This design comes from an exercise in tuning for small area on the open sky130 flow, not from production work.
In this exercise RTL edits were held to simulation tests only and were not proved equivalent to the original.
Power is estimated from default activity; no workload was simulated.

<file path="flow/design.v">
`timescale 1ns/1ps
`default_nettype none
package car_video_pkg;
  typedef logic signed [18-1:0] world_coord_t;
  typedef logic [12-1:0] screen_count_t;
  typedef logic [3:0] color_idx_t;
  typedef struct packed {
    logic [7:0] red;
    logic [7:0] green;
    logic [7:0] blue;
  } rgb_t;
  typedef logic [9:0] tmds_word_t;
  typedef logic [7:0] apb_addr_t;
  typedef logic [31:0] apb_data_t;
  localparam color_idx_t COLOR_BLACK  = 4'h0;
  localparam color_idx_t COLOR_GRAY   = 4'h1;
  localparam color_idx_t COLOR_WHITE  = 4'h2;
  localparam color_idx_t COLOR_RED    = 4'h3;
  localparam color_idx_t COLOR_PINK   = 4'h4;
  localparam color_idx_t COLOR_DBROWN = 4'h5;
  localparam color_idx_t COLOR_BROWN  = 4'h6;
  localparam color_idx_t COLOR_ORANGE = 4'h7;
  localparam color_idx_t COLOR_YELLOW = 4'h8;
  localparam color_idx_t COLOR_DGREEN = 4'h9;
  localparam color_idx_t COLOR_GREEN  = 4'hA;
  localparam color_idx_t COLOR_LGREEN = 4'hB;
  localparam color_idx_t COLOR_PURPLE = 4'hC;
  localparam color_idx_t COLOR_DBLUE  = 4'hD;
  localparam color_idx_t COLOR_BLUE   = 4'hE;
  localparam color_idx_t COLOR_LBLUE  = 4'hF;
endpackage
`default_nettype wire
`timescale 1ns/1ps
`default_nettype none
module video_timing (
  input wire clk_100mhz,
  input wire sys_rst,
  output logic [10:0] hcount,
  output logic signed [10:0] ycount,
  output logic hsync_d,
  output logic vsync_d,
  output logic active_d,
  output logic new_frame
);
  localparam int H_TOTAL  = 1280 + 110 + 40 + 220;
  localparam int V_TOTAL  = 720 + 5 + 5 + 20;
  localparam int Y_TOP    = 720 - 1;
  localparam int Y_LAST   = Y_TOP - (V_TOTAL - 1);
  localparam int HS_START = 1280 + 110;
  localparam int HS_END   = HS_START + 40;
  localparam int VS_START = Y_TOP - (720 + 5);    
  localparam int VS_END   = VS_START - 5;
  localparam int LAT      = 3;
  function automatic [10:0] inc11(input logic [10:0] v);
    logic c;
    c = 1'b1;
    for (int i = 0; i < 11; i++) begin
      inc11[i] = v[i] ^ c;
      c = c & v[i];
    end
  endfunction
  function automatic [10:0] dec11(input logic [10:0] v);
    logic b;
    b = 1'b1;
    for (int i = 0; i < 11; i++) begin
      dec11[i] = v[i] ^ b;
      b = b & ~v[i];
    end
  endfunction
  logic h_last, y_last;
  assign h_last = (hcount == 11'(H_TOTAL - 1));
  assign y_last = (ycount == 11'(Y_LAST));
  always_ff @(posedge clk_100mhz) begin
    if (sys_rst) begin
      hcount <= '0;
      ycount <= 11'(Y_TOP);
    end else if (h_last) begin
      hcount <= '0;
      ycount <= y_last ? 11'(Y_TOP) : $signed(dec11(ycount));
    end else begin
      hcount <= inc11(hcount);
    end
  end
  logic h_ge_lat;
  assign h_ge_lat  = (hcount >= 11'(LAT));
  assign hsync_d   = (hcount >= 11'(HS_START + LAT)) && (hcount < 11'(HS_END + LAT));
  assign active_d  = h_ge_lat && (hcount < 11'(1280 + LAT)) && !ycount[10];
  assign vsync_d   = h_ge_lat
                   ? ((ycount <= VS_START) && (ycount > VS_END))
                   : ((ycount <= VS_START - 1) && (ycount > VS_END - 1));
  assign new_frame = (hcount == 11'(1280)) && (ycount == -11'sd1);
endmodule
`default_nettype wire
`timescale 1ns/1ps
`default_nettype none
module scene_regs (
  input wire clk_100mhz,
  input wire sys_rst,
  input wire psel,
  input wire penable,
  input wire pwrite,
  input wire [7:0] paddr,
  input wire [31:0] pwdata,
  input wire [3:0] btn,
  input wire new_frame,
  output logic [31:0] prdata,
  output logic pready,
  output logic pslverr,
  output logic signed [17:0] camera_x,
  output logic signed [17:0] camera_y,
  output logic [17:0] car_x_n,    
  output logic [17:0] car_y_n,    
  output logic [17:0] body_w_n,    
  output logic [17:0] body_h_n,    
  output logic [17:0] wheel_r_n,    
  output logic [3:0] bg_color
);
  function automatic [17:0] pan(input logic [17:0] v, input logic down);
    logic [17:0] k;
    logic c;
    k = {{15{down}}, ~down, down, 1'b1};   
    c = 1'b0;
    for (int i = 0; i < 18; i++) begin
      pan[i] = v[i] ^ k[i] ^ c;
      c = (v[i] & k[i]) | (c & (v[i] ^ k[i]));
    end
  endfunction
  logic access, addr_ok, wr;
  logic [7:0] sel;
  logic [17:0] wdata;
  logic [17:0] rd;
  assign access  = psel && penable;
  assign addr_ok = (paddr[7:5] == 3'd0) && (paddr[1:0] == 2'd0);
  assign wr      = access && pwrite && addr_ok;
  assign pready  = 1'b1;
  assign pslverr = access && !addr_ok;
  assign wdata   = pwdata[17:0];
  always_comb begin
    sel = '0;
    sel[paddr[4:2]] = 1'b1;
  end
  always_comb begin
    case (paddr[4:2])
      3'd0: rd = camera_x;
      3'd1: rd = camera_y;
      3'd2: rd = ~car_x_n;
      3'd3: rd = ~car_y_n;
      3'd4: rd = ~body_w_n;
      3'd5: rd = ~body_h_n;
      3'd6: rd = ~wheel_r_n;
      default: rd = {14'd0, bg_color};
    endcase
  end
  assign prdata = (access && !pwrite && addr_ok) ? {{14{rd[17]}}, rd} : 32'd0;
  logic pan_x, pan_y;
  assign pan_x = new_frame && (btn[3] || btn[2]);
  assign pan_y = new_frame && !btn[3] && !btn[2] && (btn[1] || btn[0]);
  function automatic [17:0] with_rst(input logic [17:0] v, input logic [17:0] r);
    with_rst = sys_rst ? r : v;
  endfunction
  logic [7:0] ld;
  assign ld = {8{sys_rst}} | ({8{wr}} & sel);
  always_ff @(posedge clk_100mhz) begin
    if (ld[0] || pan_x) camera_x <= ld[0] ? with_rst(wdata, 18'(0)) : pan(camera_x, btn[3]);
    if (ld[1] || pan_y) camera_y <= ld[1] ? with_rst(wdata, 18'(0)) : pan(camera_y, btn[1]);
    if (ld[2]) car_x_n <= ~with_rst(wdata, 18'(500));
    if (ld[3]) car_y_n <= ~with_rst(wdata, 18'(300));
    if (ld[4]) body_w_n <= ~with_rst(wdata, 18'(200));
    if (ld[5]) body_h_n <= ~with_rst(wdata, 18'(100));
    if (ld[6]) wheel_r_n <= ~with_rst(wdata, 18'(25));
    if (ld[7]) bg_color <= sys_rst ? 4'hF : pwdata[3:0];
  end
endmodule
`default_nettype wire
`timescale 1ns/1ps
`default_nettype none
module car_renderer (
  input wire [10:0] hcount,
  input wire signed [10:0] ycount,    
  input wire signed [17:0] camera_x,
  input wire signed [17:0] camera_y,
  input wire [17:0] car_x_n,
  input wire [17:0] car_y_n,
  input wire [17:0] body_w_n,
  input wire [17:0] body_h_n,
  input wire [17:0] wheel_r_n,
  input wire [3:0] bg_color,
  output logic [3:0] idx
);
  localparam logic [3:0] BLACK = 4'h0;
  localparam logic [3:0] RED   = 4'h3;
  localparam logic [3:0] BROWN = 4'h6;
  function automatic [18:0] add19(input logic [18:0] a, input logic [18:0] b, input logic cin);
    logic c;
    c = cin;
    for (int i = 0; i < 19; i++) begin
      add19[i] = a[i] ^ b[i] ^ c;
      c = (a[i] & b[i]) | (c & (a[i] ^ b[i]));
    end
  endfunction
  function automatic [18:0] sx(input logic [17:0] v);
    sx = {v[17], v};
  endfunction
  function automatic near_neg(input logic [18:0] z);
    near_neg = (&z[18:2]) && (z[1:0] != 2'b00);
  endfunction
  function automatic [1:0] wheel_axis(input logic [17:0] d, input logic [17:0] r_n);
    logic s, dmin, ins, edg;
    logic [18:0] x;
    s    = d[17];
    dmin = s && (d[16:0] == 17'd0);
    x = add19({2'b00, d[16:0] ^ {17{s}}}, sx(r_n), 1'b1);
    if (dmin) begin
      ins = (r_n != ~18'h20000);
      edg   = (r_n == ~18'h20003);
    end else if (!s) begin
      ins = x[18];
      edg   = near_neg(x);
    end else begin
      ins = x[18] && !(&x);
      edg   = (&x[18:2]) && (x[1:0] != 2'b11);
    end
    wheel_axis = {ins, edg};
  endfunction
  logic [17:0] dx, dy;
  logic [18:0] dxw, dyh;        
  logic [1:0] wx1, wx2, wy;
  logic in_w1, in_w2, in_body, w_edge, b_edge;
  assign dx  = 18'(add19(add19(sx(camera_x), sx(car_x_n), 1'b1), {8'd0, hcount}, 1'b0));
  assign dy  = 18'(add19(add19(sx(camera_y), sx(car_y_n), 1'b1), {9'd0, ycount[9:0]}, 1'b0));
  assign dxw = add19(sx(dx), sx(body_w_n), 1'b1);
  assign dyh = add19(sx(dy), sx(body_h_n), 1'b1);
  assign wx1 = wheel_axis(dx, wheel_r_n);
  assign wx2 = wheel_axis(dxw[17:0], wheel_r_n);
  assign wy  = wheel_axis(dy, wheel_r_n);
  assign in_w1   = wx1[1] && wy[1];
  assign in_w2   = wx2[1] && wy[1];
  assign w_edge  = wy[0] || (in_w1 ? wx1[0] : wx2[0]);
  assign in_body = !dx[17] && dxw[18] && !dy[17] && dyh[18];
  assign b_edge  = ((dx[17:2] == 16'd0) && (dx[1:0] != 2'b11)) || near_neg(dxw) ||
                   ((dy[17:2] == 16'd0) && (dy[1:0] != 2'b11)) || near_neg(dyh);
  always_comb begin
    if (in_w1 || in_w2)   idx = w_edge ? BLACK : BROWN;
    else if (in_body)     idx = b_edge ? BLACK : RED;
    else                  idx = bg_color;
  end
endmodule
`default_nettype wire
`timescale 1ns/1ps
`default_nettype none
module tmds_encoder #(
  parameter int CH = 0   
) (
  input wire [3:0] idx,
  input wire signed [3:0] disp,
  output logic [9:0] word,
  output logic signed [3:0] next_disp
);
  logic [8:0] q_m;
  logic b_zero, b_neg;           
  logic [3:0] p_step, n_step;    
  logic [3:0] step;
  logic inv;
  if (CH == 0) begin : g_ch0
    always_comb begin
      case (idx)
        4'd0: begin q_m = 9'b100000000; b_zero = 1'b0; b_neg = 1'b1; p_step = 4'b0101; n_step = 4'b1100; end
        4'd1: begin q_m = 9'b110000000; b_zero = 1'b0; b_neg = 1'b1; p_step = 4'b0100; n_step = 4'b1101; end
        4'd2: begin q_m = 9'b011111111; b_zero = 1'b0; b_neg = 1'b0; p_step = 4'b1100; n_step = 4'b0011; end
        4'd3: begin q_m = 9'b011111111; b_zero = 1'b0; b_neg = 1'b0; p_step = 4'b1100; n_step = 4'b0011; end
        4'd4: begin q_m = 9'b011111111; b_zero = 1'b0; b_neg = 1'b0; p_step = 4'b1100; n_step = 4'b0011; end
        4'd5: begin q_m = 9'b100100011; b_zero = 1'b0; b_neg = 1'b1; p_step = 4'b0010; n_step = 4'b1111; end
        4'd6: begin q_m = 9'b101111001; b_zero = 1'b0; b_neg = 1'b0; p_step = 4'b0000; n_step = 4'b0001; end
        4'd7: begin q_m = 9'b011111111; b_zero = 1'b0; b_neg = 1'b0; p_step = 4'b1100; n_step = 4'b0011; end
        4'd8: begin q_m = 9'b011111111; b_zero = 1'b0; b_neg = 1'b0; p_step = 4'b1100; n_step = 4'b0011; end
        4'd9: begin q_m = 9'b100000000; b_zero = 1'b0; b_neg = 1'b1; p_step = 4'b0101; n_step = 4'b1100; end
        4'd10: begin q_m = 9'b100000000; b_zero = 1'b0; b_neg = 1'b1; p_step = 4'b0101; n_step = 4'b1100; end
        4'd11: begin q_m = 9'b101110000; b_zero = 1'b0; b_neg = 1'b1; p_step = 4'b0010; n_step = 4'b1111; end
        4'd12: begin q_m = 9'b110000000; b_zero = 1'b0; b_neg = 1'b1; p_step = 4'b0100; n_step = 4'b1101; end
        4'd13: begin q_m = 9'b100000000; b_zero = 1'b0; b_neg = 1'b1; p_step = 4'b0101; n_step = 4'b1100; end
        4'd14: begin q_m = 9'b100000000; b_zero = 1'b0; b_neg = 1'b1; p_step = 4'b0101; n_step = 4'b1100; end
        4'd15: begin q_m = 9'b101111101; b_zero = 1'b0; b_neg = 1'b0; p_step = 4'b1111; n_step = 4'b0010; end
        default: begin q_m = 9'b0; b_zero = 1'b0; b_neg = 1'b0; p_step = 4'b0; n_step = 4'b0; end
      endcase
    end
  end
  if (CH == 1) begin : g_ch1
    always_comb begin
      case (idx)
        4'd0: begin q_m = 9'b100000000; b_zero = 1'b0; b_neg = 1'b1; p_step = 4'b0101; n_step = 4'b1100; end
        4'd1: begin q_m = 9'b110000000; b_zero = 1'b0; b_neg = 1'b1; p_step = 4'b0100; n_step = 4'b1101; end
        4'd2: begin q_m = 9'b011111111; b_zero = 1'b0; b_neg = 1'b0; p_step = 4'b1100; n_step = 4'b0011; end
        4'd3: begin q_m = 9'b100000000; b_zero = 1'b0; b_neg = 1'b1; p_step = 4'b0101; n_step = 4'b1100; end
        4'd4: begin q_m = 9'b101000000; b_zero = 1'b0; b_neg = 1'b1; p_step = 4'b0100; n_step = 4'b1101; end
        4'd5: begin q_m = 9'b111000001; b_zero = 1'b0; b_neg = 1'b1; p_step = 4'b0010; n_step = 4'b1111; end
        4'd6: begin q_m = 9'b111000011; b_zero = 1'b1; b_neg = 1'b0; p_step = 4'b0001; n_step = 4'b0000; end
        4'd7: begin q_m = 9'b101100011; b_zero = 1'b1; b_neg = 1'b0; p_step = 4'b0001; n_step = 4'b0000; end
        4'd8: begin q_m = 9'b011111111; b_zero = 1'b0; b_neg = 1'b0; p_step = 4'b1100; n_step = 4'b0011; end
        4'd9: begin q_m = 9'b111011100; b_zero = 1'b0; b_neg = 1'b0; p_step = 4'b0000; n_step = 4'b0001; end
        4'd10: begin q_m = 9'b011111111; b_zero = 1'b0; b_neg = 1'b0; p_step = 4'b1100; n_step = 4'b0011; end
        4'd11: begin q_m = 9'b011110000; b_zero = 1'b1; b_neg = 1'b0; p_step = 4'b0000; n_step = 4'b1111; end
        4'd12: begin q_m = 9'b100000000; b_zero = 1'b0; b_neg = 1'b1; p_step = 4'b0101; n_step = 4'b1100; end
        4'd13: begin q_m = 9'b100000000; b_zero = 1'b0; b_neg = 1'b1; p_step = 4'b0101; n_step = 4'b1100; end
        4'd14: begin q_m = 9'b100000000; b_zero = 1'b0; b_neg = 1'b1; p_step = 4'b0101; n_step = 4'b1100; end
        4'd15: begin q_m = 9'b000010000; b_zero = 1'b0; b_neg = 1'b1; p_step = 4'b0011; n_step = 4'b1100; end
        default: begin q_m = 9'b0; b_zero = 1'b0; b_neg = 1'b0; p_step = 4'b0; n_step = 4'b0; end
      endcase
    end
  end
  if (CH == 2) begin : g_ch2
    always_comb begin
      case (idx)
        4'd0: begin q_m = 9'b100000000; b_zero = 1'b0; b_neg = 1'b1; p_step = 4'b0101; n_step = 4'b1100; end
        4'd1: begin q_m = 9'b110000000; b_zero = 1'b0; b_neg = 1'b1; p_step = 4'b0100; n_step = 4'b1101; end
        4'd2: begin q_m = 9'b011111111; b_zero = 1'b0; b_neg = 1'b0; p_step = 4'b1100; n_step = 4'b0011; end
        4'd3: begin q_m = 9'b100000000; b_zero = 1'b0; b_neg = 1'b1; p_step = 4'b0101; n_step = 4'b1100; end
        4'd4: begin q_m = 9'b000010011; b_zero = 1'b0; b_neg = 1'b1; p_step = 4'b0001; n_step = 4'b1110; end
        4'd5: begin q_m = 9'b100011111; b_zero = 1'b0; b_neg = 1'b0; p_step = 4'b0000; n_step = 4'b0001; end
        4'd6: begin q_m = 9'b111110001; b_zero = 1'b0; b_neg = 1'b0; p_step = 4'b0000; n_step = 4'b0001; end
        4'd7: begin q_m = 9'b100000000; b_zero = 1'b0; b_neg = 1'b1; p_step = 4'b0101; n_step = 4'b1100; end
        4'd8: begin q_m = 9'b100000000; b_zero = 1'b0; b_neg = 1'b1; p_step = 4'b0101; n_step = 4'b1100; end
        4'd9: begin q_m = 9'b100000000; b_zero = 1'b0; b_neg = 1'b1; p_step = 4'b0101; n_step = 4'b1100; end
        4'd10: begin q_m = 9'b100000000; b_zero = 1'b0; b_neg = 1'b1; p_step = 4'b0101; n_step = 4'b1100; end
        4'd11: begin q_m = 9'b101110000; b_zero = 1'b0; b_neg = 1'b1; p_step = 4'b0010; n_step = 4'b1111; end
        4'd12: begin q_m = 9'b110000000; b_zero = 1'b0; b_neg = 1'b1; p_step = 4'b0100; n_step = 4'b1101; end
        4'd13: begin q_m = 9'b101111001; b_zero = 1'b0; b_neg = 1'b0; p_step = 4'b0000; n_step = 4'b0001; end
        4'd14: begin q_m = 9'b011111111; b_zero = 1'b0; b_neg = 1'b0; p_step = 4'b1100; n_step = 4'b0011; end
        4'd15: begin q_m = 9'b011110011; b_zero = 1'b0; b_neg = 1'b0; p_step = 4'b1110; n_step = 4'b0001; end
        default: begin q_m = 9'b0; b_zero = 1'b0; b_neg = 1'b0; p_step = 4'b0; n_step = 4'b0; end
      endcase
    end
  end
  function automatic [3:0] add4(input logic [3:0] a, input logic [3:0] b);
    logic c;
    c = 1'b0;
    for (int i = 0; i < 4; i++) begin
      add4[i] = a[i] ^ b[i] ^ c;
      c = (a[i] & b[i]) | (c & (a[i] ^ b[i]));
    end
  endfunction
  assign inv       = ((disp == 4'sd0) || b_zero) ? !q_m[8] : (disp[3] == b_neg);
  assign step      = inv ? p_step : n_step;
  assign next_disp = $signed(add4(disp, step));
  assign word = {inv, q_m[8], q_m[7:0] ^ {8{inv}}};
endmodule
`default_nettype wire
`timescale 1ns/1ps
`default_nettype none
module car_video_top #(
  parameter int H_ACTIVE = 1280,
  parameter int H_FRONT  = 110,
  parameter int H_SYNC   = 40,
  parameter int H_BACK   = 220,
  parameter int V_ACTIVE = 720,
  parameter int V_FRONT  = 5,
  parameter int V_SYNC   = 5,
  parameter int V_BACK   = 20
) (
  input wire clk_100mhz,
  input wire sys_rst,
  input wire psel,
  input wire penable,
  input wire pwrite,
  input wire car_video_pkg::apb_addr_t paddr,
  input wire car_video_pkg::apb_data_t pwdata,
  output car_video_pkg::apb_data_t prdata,
  output logic pready,
  output logic pslverr,
  input wire [3:0] btn,
  output car_video_pkg::tmds_word_t tmds_red,
  output car_video_pkg::tmds_word_t tmds_green,
  output car_video_pkg::tmds_word_t tmds_blue
);
  logic [10:0] hcount;
  logic signed [10:0] ycount;
  logic hsync_d, vsync_d, active_d, new_frame;
  logic signed [17:0] camera_x, camera_y;
  logic [17:0] car_x_n, car_y_n, body_w_n, body_h_n, wheel_r_n;
  logic [3:0] bg_color;
  logic [3:0] idx, idx_q1, idx_q2, idx_q3;
  logic rst_q3;
  logic signed [3:0] disp_r, disp_g, disp_b;
  logic signed [3:0] next_r, next_g, next_b;
  logic [9:0] word_r, word_g, word_b;
  video_timing i_video_timing (
    .clk_100mhz(clk_100mhz), .sys_rst(sys_rst),
    .hcount(hcount), .ycount(ycount),
    .hsync_d(hsync_d), .vsync_d(vsync_d), .active_d(active_d), .new_frame(new_frame)
  );
  scene_regs i_scene_regs (
    .clk_100mhz(clk_100mhz), .sys_rst(sys_rst),
    .psel(psel), .penable(penable), .pwrite(pwrite), .paddr(paddr), .pwdata(pwdata),
    .btn(btn), .new_frame(new_frame),
    .prdata(prdata), .pready(pready), .pslverr(pslverr),
    .camera_x(camera_x), .camera_y(camera_y), .car_x_n(car_x_n), .car_y_n(car_y_n),
    .body_w_n(body_w_n), .body_h_n(body_h_n), .wheel_r_n(wheel_r_n), .bg_color(bg_color)
  );
  car_renderer i_car_renderer (
    .hcount(hcount), .ycount(ycount),
    .camera_x(camera_x), .camera_y(camera_y), .car_x_n(car_x_n), .car_y_n(car_y_n),
    .body_w_n(body_w_n), .body_h_n(body_h_n), .wheel_r_n(wheel_r_n), .bg_color(bg_color),
    .idx(idx)
  );
  always_ff @(posedge clk_100mhz) begin
    idx_q1 <= idx;
    idx_q2 <= idx_q1;
    idx_q3 <= idx_q2;
    rst_q3 <= sys_rst;
    disp_r <= active_d ? next_r : 4'sd0;
    disp_g <= active_d ? next_g : 4'sd0;
    disp_b <= active_d ? next_b : 4'sd0;
  end
  tmds_encoder #(.CH(0)) i_tmds_red   (.idx(idx_q3), .disp(disp_r), .word(word_r), .next_disp(next_r));
  tmds_encoder #(.CH(1)) i_tmds_green (.idx(idx_q3), .disp(disp_g), .word(word_g), .next_disp(next_g));
  tmds_encoder #(.CH(2)) i_tmds_blue  (.idx(idx_q3), .disp(disp_b), .word(word_b), .next_disp(next_b));
  localparam logic [9:0] CTRL_00 = 10'b1101010100;
  localparam logic [9:0] CTRL_01 = 10'b0010101011;
  localparam logic [9:0] CTRL_10 = 10'b0101010100;
  localparam logic [9:0] CTRL_11 = 10'b1010101011;
  logic [9:0] ctrl_b;
  always_comb begin
    case ({vsync_d, hsync_d})
      2'b00:   ctrl_b = CTRL_00;
      2'b01:   ctrl_b = CTRL_01;
      2'b10:   ctrl_b = CTRL_10;
      default: ctrl_b = CTRL_11;
    endcase
  end
  assign tmds_red   = rst_q3 ? 10'd0 : active_d ? word_r : CTRL_00;
  assign tmds_green = rst_q3 ? 10'd0 : active_d ? word_g : CTRL_00;
  assign tmds_blue  = rst_q3 ? 10'd0 : active_d ? word_b : ctrl_b;
endmodule
`default_nettype wire
</file>
<file path="flow/run.sh">
#!/bin/bash
# synth_recipe.tcl (not shown) runs the flow's synth.tcl, then flattens the netlist and writes it again
# the make line also repeats each setting of config.mk as NAME=value (left out here)
make -C /OpenROAD-flow-scripts/flow DESIGN_CONFIG=/design/flow/config.mk WORK_HOME=/design/flow/orfs CLKGATE_MAP_FILE= SYNTH_SCRIPT=/design/flow/synth_recipe.tcl finish
</file>
<file path="flow/config.mk">
export PLATFORM = sky130hd
export DESIGN_NAME = car_video_top
export DESIGN_NICKNAME = car_video_top
export VERILOG_FILES = /design/flow/design.v
export SDC_FILE = /design/flow/constraint.sdc
export NUM_CORES = 4
export LEC_CHECK = 0
export CAP_MARGIN = 0
export CORE_MARGIN = 2
export CORE_UTILIZATION = 65
export CTS_BUF_LIST = sky130_fd_sc_hd__clkbuf_8
export GPL_TIMING_DRIVEN = 0
export PLACE_DENSITY = 0.8
export SLEW_MARGIN = 0
</file>
<file path="flow/constraint.sdc">
create_clock -name core_clock -period 13.4 [get_ports {clk_100mhz}]
set_input_delay 2.6800 -clock core_clock [delete_from_list [all_inputs] [get_ports {clk_100mhz}]]
set_output_delay 2.6800 -clock core_clock [all_outputs]
set_load 0.01 [all_outputs]
</file>
==> flow_metrics.tcl, run 1 <==
set metrics [dict create \
    cts_made_buffers 39 \
    die_width_microns 158 \
    cp.arrival_ns 16.32 \
    maxSlewViolCount 0 \
    synthArstFlopShare_pct 0 \
    seq_power_share_pct 24.2 \
    drtIter0Drc 1261 \
    grt_pass1_vias 11998 \
    wl_per_cell_microns 22.8 \
    antenna_cells 0 \
    core_sq_um 23300 \
    overflow 0 \
    so_faults "setup timing" \
    startpoint_type "flop" \
    status "failed layout checks" \
    dieHeight_microns 158 \
    viasPerCell 6.04 \
    port_buffers 97 \
    drive_gt1_share_pct 15.9 \
    maxCapViolCount 0 \
    fill_cells 1543 \
    avgSynthCellArea_sq_um 10.7 \
    fmax_mhz 62.9 \
    synthesis.nets 1730 \
    dpl.hpwl_microns 34400 \
    netlist_instances 1443 \
    seq_area_frac_synth_pct 36.9 \
    setup_viol 4 \
    synth_top_family_by_area "adder cells" \
    start_util_pct 66.0 \
    cts_buffer_depth 3 \
    power_leakage_nw 7.30 \
    crit_required_ns 13.83 \
    crit_buf_inv 8 \
    synth_compound_area_share_pct 7.72 \
    routed_wl_microns 44700 \
    synth_simple_gate_area_share_pct 12.8 \
    crit_path_frequent_cell "fa_2" \
    antenna_found_initial 0 \
    relSlewSlack_pct 13.8 \
    rsz0062_at_grt "true" \
    cts_max_level 2 \
    finalWeightedCongestion 0.977 \
    synthMuxAreaShare_pct 3.14 \
    switching_share_pct 43.0 \
    dr.pass1.iters 6 \
    irDropWorstVdd_v 0.000144 \
    design.portCount 113 \
    yosysWarnings 7 \
    worst_pin_slew_ns 1.29 \
    cts_hold_buf 0 \
    hold_depth 0 \
    power_density_nw_per_um2 220 \
    synthToLayoutAreaGrowth_pct 18.3 \
    min_period_over_period_pct 119 \
    synthAdderAreaFrac_pct 27.7 \
    grt_pass1_wl_microns 67500 \
    crit_family "adder cells" \
    antenna_left 0 \
    final.setup_skew_ns 0.0240 \
    grt_max_degree 19 \
    synth-seq-cells 219 \
    critPathMaxStageDelay_ns 0.55 \
    worstSkewPairLatency_ns 0.56 \
    seq_area_sq_um 5690 \
    critPathKind "flop to flop" \
    groute.usage.overall_pct 36.8 \
    multi_input_area_sq_um 9110 \
    internal-power_mw 2.28 \
    ys_types 72 \
    clkSlewWorstSetupHoldPaths_ns 0.06 \
    period_needed_ns 15.89 \
    pwr-share-comb_pct 60.8 \
    synth_edf_count 130 \
    end_kind "flop" \
    crit_cells 54 \
    fp-row-count 56 \
    vias 11864 \
    synth-xor-area-share_pct 5.16 \
    cts_root_buf "clkbuf_8" \
    cp_max_fo 2 \
    post-place-ws_ns -3.08 \
    ys.flop_type "edfxtp_1" \
    fin_nets 1901 \
    syn_area_sq_um 15400 \
    worst_slack_ns -2.49 \
    cts_tree "built" \
    dieArea_sq_um 24900 \
    r2r_cells 54 \
    drc 0 \
    cts_sinks 219 \
    holdCritPathClass "flop to flop" \
    utilization_pct 78.0 \
    finalHoldViolCount 0 \
    fin_hold_ws_ns 0.328 \
    power.share.clock_pct 14.9 \
    critical-path-slowest-cell "fa_2" \
    switching_power_mw 1.72 \
]
layout by cell type (no fill, tap or decap), types with 10 or more instances in the layout:
cell / instances
inv_1: 168
nand2_1: 136
nor2_1: 135
edfxtp_1: 130
clkdlybuf4s50_1: 97
fa_2: 95
dfxtp_1: 89
fa_1: 76
a21oi_1: 73
ha_1: 62
xnor2_1: 58
buf_4: 48
o21ai_0: 41
clkbuf_8: 41
mux2i_1: 37
clkbuf_1: 32
xor2_1: 25
nand4_1: 19
and2_1: 18
nor3_1: 17
nand2b_1: 12
nand3_1: 12
a31oi_1: 11
clkinv_1: 11
nor4_1: 11
o22ai_1: 11
mux2_2: 10
worst register-to-register path: cells and delay by family, from the launching register on:
kind | cells | cell delay (ns)
adder cells (fa/ha/maj) | 38 | 13.32
AO/OA/AOI/OAI | 5 | 1.00
buffers and inverters | 8 | 0.53
AND/OR/NAND/NOR | 2 | 0.43
flip-flops | 1 | 0.38
XOR/XNOR | 1 | 0.15
registers in the layout (all words and copies together) (netlist names), 8 cells and up:
name                    cells
i_scene_regs.camera_y      18
i_video_timing.hcount      11
i_scene_regs.body_w_n      18
i_video_timing.ycount      11
i_tmds_green.q_m            8
i_scene_regs.car_x_n       18
i_scene_regs.car_y_n       18
i_scene_regs.camera_x      18
i_scene_regs.wheel_r_n     18
i_tmds_blue.q_m             8
i_scene_regs.body_h_n      18
routing by layer:
layer	vias to the layer above	part of all wire [%]	wire, microns	track usage (%)
met5	-	0	0	0
met4	0	4.1	1820	13.3
met3	155	12	5220	10.8
met2	781	46	20400	57.6
met1	5749	39	17300	49.1
li1	5179	-	-	-
what timing repair did:
| action | CTS | global route |
|---|---|---|
| endpoints found under the hold margin | 0 | 0 |
| endpoints found under the setup margin | 4 | 4 |
| buffers inserted | 24 | 8 |
| pin swaps | 23 | 14 |
| gates resized for setup | 35 | 21 |
synthesized netlist by cell type, types with 12 or more instances:
library cell	count	share of area, %
fa_1	171	22
o21ai_0	45	1.5
nand3_1	13	0.42
mux2i_1	37	2.4
and2_1	18	0.73
inv_1	163	4.0
nor4_1	14	0.57
buf_4	19	0.93
nor2_1	135	3.3
nand2b_1	12	0.49
xnor2_1	62	3.5
edfxtp_1	130	25
ha_1	67	5.4
nand4_1	19	0.77
nor3_1	17	0.55
nand2_1	136	3.3
clkbuf_1	32	0.78
xor2_1	25	1.4
a21oi_1	74	2.4
dfxtp_1	89	12
path summary, 6_finish.rpt:
check	start	endpoint	slack [ns]
worst max register to register	i_scene_regs.camera_x[0]$_DFFE_PP_	idx_q1[2]$_DFF_P_	-2.49
worst max-delay path	i_scene_regs.camera_x[0]$_DFFE_PP_	idx_q1[2]$_DFF_P_	-2.49
worst min-delay path	idx_q1[0]$_SDFF_PP0_	idx_q2[0]$_DFF_P_	0.33
worst min register to register	idx_q1[0]$_SDFF_PP0_	idx_q2[0]$_DFF_P_	0.33
cell type report:
cell class / count / area share, %
inverters: 167 / 3.48
plain buffers: 70 / 2.25
clock inverters: 31 / 0.886
clock buffers: 41 / 3.10
well taps: 319 / 2.19
multi-input cells: 987 / 50.0
repair buffers: 130 / 6.82
flip-flops and latches: 219 / 31.2
kinds of logic after synthesis:
kind of cell | count (synthesis)
buffers and inverters | 237
AOI/OAI and AO/OA | 196
xor gates and xnor gates | 89
DFF | 219
other | 1
adders and majority gates | 238
and+or+nand+nor | 416
muxes | 47
stage by stage:
stage / cells / setup TNS (ns) / power (mW) / cell area [sq um]
after global placement: 1859 / -10.45 / 3.13 / 17000
after detailed placement: 1860 / -11.52 / 3.24 / 17000
final: 1964 / -9.21 / 4.00 / 18200
after floorplan: 1443 / -6.96 / 2.64 / 15600
after global routing: 1964 / -10.38 / 4.33 / 18200
after CTS: 1956 / -9.03 / 3.93 / 18100
power groups by stage:
stage	Clock, mW	Combinational (mW)	Sequential, mW
floorplan	0	1.71	0.939
global placement	0	2.16	0.971
detailed placement	0	2.26	0.977
CTS	0.599	2.36	0.965
global route	0.625	2.72	0.982
finish	0.597	2.43	0.968
==> run 2, diff against run 1 <==
==> flow/config.mk (replaced) <==
export PLATFORM = sky130hd
export DESIGN_NAME = car_video_top
export DESIGN_NICKNAME = car_video_top
export VERILOG_FILES = /design/flow/design.v
export SDC_FILE = /design/flow/constraint.sdc
export NUM_CORES = 4
export LEC_CHECK = 0
export CAP_MARGIN = 20
export CORE_MARGIN = 2
export CORE_UTILIZATION = 45
export PLACE_DENSITY = 0.6
export SLEW_MARGIN = 20
==> run 2 against run 1 <==
Effect of this change:
- the layout still fails its checks (setup timing)
- via count fell by 6.8%
- critical endpoint is now idx_q1[1]$_DFF_P_
- combinational power fell by 3%
- clock skew rose by 0.0014 ns
- non-clock buffer count fell by 1
- setup slack improved by 0.38 ns
- critical path type unchanged
- clock power rose by about 20%
- final area rose by 1.8%
- utilization fell by 23 points
- sequential cell count did not move
- die area rose by 43%
- routed wire length fell by 4.4%
==> flow_metrics.tcl, run 2 <==
set metrics [dict create \
    status "failed layout checks" \
    so_faults "setup timing" \
    fp-row-count 67 \
    critPathKind "flop to flop" \
    antenna_found_initial 1 \
    synth-seq-cells 219 \
    worst_slack_ns -2.12 \
    rsz0062_at_grt "true" \
    synthTopCellsByCount "fa_1, inv_1, nand2_1" \
    cts_made_buffers 26 \
    viasPerCell 5.35 \
    wl_per_cell_microns 20.7 \
    drc 0 \
    maxCapViolCount 0 \
    dr.pass1.iters 5 \
    netlist_instances 1443 \
    synth_simple_gate_area_share_pct 12.8 \
    groute.usage.overall_pct 24.8 \
    cts_buffer_depth 3 \
    synth_top_area_share_pct 25.4 \
    syn_area_sq_um 15400 \
    holdCritPathClass "flop to flop" \
    routed_wl_microns 42800 \
    port_buffers 97 \
    fmax_mhz 64.5 \
    dieHeight_microns 189 \
    startpoint_type "flop" \
    cts_tree "built" \
    core_sq_um 33600 \
    cts_sinks 219 \
    period_needed_ns 15.52 \
    design.portCount 113 \
    ys.flop_type "edfxtp_1" \
    synthArstFlopShare_pct 0 \
    synthAdderAreaFrac_pct 27.7 \
    synth-xor-area-share_pct 5.16 \
    maxSlewViolCount 0 \
    total_power_mw 4.04 \
    power_leakage_nw 7.41 \
    vias 11057 \
    synthesis.nets 1730 \
    min_period_over_period_pct 116 \
    dieArea_sq_um 35700 \
    seq_area_frac_synth_pct 36.9 \
    critical-path-slowest-cell "fa_2" \
    grt_max_degree 47 \
    critPathMaxStageDelay_ns 0.52 \
    cp.arrival_ns 15.96 \
    worstSkewPairLatency_ns 0.56 \
    die_width_microns 189 \
    dpl.hpwl_microns 33500 \
    pwr-share-comb_pct 58.1 \
    synthToLayoutAreaGrowth_pct 20.4 \
    synth_edf_count 130 \
    antenna_left 0 \
    synth.most_common_cell "fa_1" \
    irDropWorstVdd_v 0.000144 \
    fin_hold_ws_ns 0.326 \
    final_common_cell "inv_1" \
    fin_nets 1887 \
    final_cell_mix "inv_1, nand2_1, nor2_1" \
    ys_types 72 \
    seq_power_share_pct 24.1 \
    clkSlewWorstSetupHoldPaths_ns 0.06 \
    start_util_pct 45.8 \
    worst_pin_slew_ns 1.12 \
    relSlewSlack_pct 25.1 \
    final.setup_skew_ns 0.0254 \
    end_kind "flop" \
    drive_gt1_share_pct 17.5 \
    synthMuxAreaShare_pct 3.14 \
    cts_root_buf "clkbuf_16" \
    synth_top_area_cell "edfxtp_1" \
    cp_max_fo 2 \
    grt_pass1_wl_microns 67000 \
    crit_path_frequent_cell "fa_2" \
    overflow 0 \
    cts_max_level 1 \
    ys_top_cells_by_area "edfxtp_1, fa_1, dfxtp_1, ha_1, inv_1" \
    synth_top_family_by_area "adder cells" \
    internal-power_mw 2.38 \
    drtIter0Drc 1091 \
    yosysWarnings 7 \
    setup_viol 4 \
    switching_power_mw 1.66 \
    finalWeightedCongestion 0.904 \
    grt_pass1_vias 11568 \
    switching_share_pct 41.1 \
    cts_hold_buf 0 \
    power_density_nw_per_um2 218 \
    avgSynthCellArea_sq_um 10.7 \
    finalHoldViolCount 0 \
    synth_compound_area_share_pct 7.72 \
    crit_required_ns 13.84 \
    power.share.clock_pct 17.7 \
    antenna_cells 0 \
]
run 2: changes by cell type in the layout (fill, tap and decap cells not counted), sizes merged:
cell | previous run | this run
clkbuf | 73 | 37
clkdlybuf4s50 | 97 | 96
inv | 179 | 166
buf | 71 | 103
clkinv | 16 | 8
run 2: worst paths after layout:
| path | start | endpoint | slack [ns] | depth (start not counted) |
|---|---|---|---|---|
| worst min register to register | idx_q1[3]$_SDFF_PP0_ | idx_q2[3]$_DFF_P_ | 0.33 | 0 |
| worst min-delay path | idx_q1[3]$_SDFF_PP0_ | idx_q2[3]$_DFF_P_ | 0.33 | 0 |
| worst max register to register | i_scene_regs.camera_x[0]$_DFFE_PP_ | idx_q1[1]$_DFF_P_ | -2.12 | 52 |
| worst max-delay path | i_scene_regs.camera_x[0]$_DFFE_PP_ | idx_q1[1]$_DFF_P_ | -2.12 | 52 |
run 2: power by group through the flow:
| stage | sequential, mW | combinational [mW] | clock [mW] |
|---|---|---|---|
| floorplan | 0.939 | 1.71 | 0 |
| global placement | 0.983 | 2.24 | 0 |
| detailed placement | 0.986 | 2.29 | 0 |
| CTS | 0.973 | 2.34 | 0.731 |
| global route | 0.992 | 2.67 | 0.756 |
| finish | 0.975 | 2.35 | 0.717 |
run 2: timing repair:
action | in CTS | in global routing
pin swaps | 16 | 6
setup buffers | 5 | 5
gates resized for setup | 32 | 8
endpoints found under the setup margin | 4 | 4
cloned | 0 | 0
run 2: logic make-up after synthesis:
family | count (synthesis)
buffers and inverters | 237
other | 1
adder cells (fa/ha/maj) | 238
multiplexers | 47
flip-flops | 219
AO/OA/AOI/OAI | 196
XOR/XNOR | 89
AND/OR/NAND/NOR | 416
run 2: layer usage:
layer / vias to the layer above / track usage, % / wire (microns)
met5: - / 0 / 0
met4: 0 / 7.18 / 1040
met3: 69 / 4.67 / 3420
met2: 422 / 40.4 / 20100
met1: 5419 / 33.7 / 18200
li1: 5147 / - / -
run 2: critical path: cells and delay by family (launching register included):
family,cells,cell delay [ns]
and+or+nand+nor,2,0.36
AOI/OAI and AO/OA,5,0.81
buffers and inverters,7,0.54
DFF,1,0.37
xor gates and xnor gates,1,0.17
adders and majority gates,37,13.13
run 2: area by class of cell:
class,count,area (sq um)
flip-flops and latches,219,5690
multi-input cells,987,9040
inverters,167,629
well taps,448,561
clock inverters,10,96.3
clock buffers,37,777
repair buffers,199,1740
fillers,2952,15100
run 2: metrics by stage:
stage,cell area (sq um),TNS (ns),util [%],setup slack [ns],instances
after floorplan,15600,-6.96,-,-1.88,1443
after global placement,17500,-9.10,51.9,-2.34,2009
after detailed placement,17500,-9.86,51.9,-2.53,2009
after CTS,18500,-7.75,54.9,-2.12,2061
after global routing,18500,-9.65,55.1,-2.64,2067
final,18500,-7.69,55.1,-2.12,2067

separate check: timing with driven ports:
No port has a modelled driver above. Below, the same layouts with a new extraction and two added sets of constraints.
Step 1 (the two cells are an assumption about what drives the block):
set clk [get_ports {clk_100mhz}]
set_driving_cell -lib_cell sky130_fd_sc_hd__clkbuf_16 $clk
set_driving_cell -lib_cell sky130_fd_sc_hd__buf_2 [delete_from_list [all_inputs] $clk]
Step 2 also shifts input and output timing later by t, the mid clock arrival at the registers, as if the neighbouring blocks saw the same clock.
Three values: no drivers, after step 1, after step 2; two values: the first two.
| run | t, ns | slack for setup (ns) | hold WS [ns] | worst slew at a driven data input, ns | cell pins on the clock port's net |
|---|---|---|---|---|---|
| run 1 | 0.591 | -2.492 / -2.492 / -2.492 | 0.328 / 0.328 / 0.328 | 0.04 | 1 |
| run 2 | 0.600 | -2.115 / -2.115 / -2.115 | 0.326 / 0.326 / 0.326 | 0.04 | 1 |
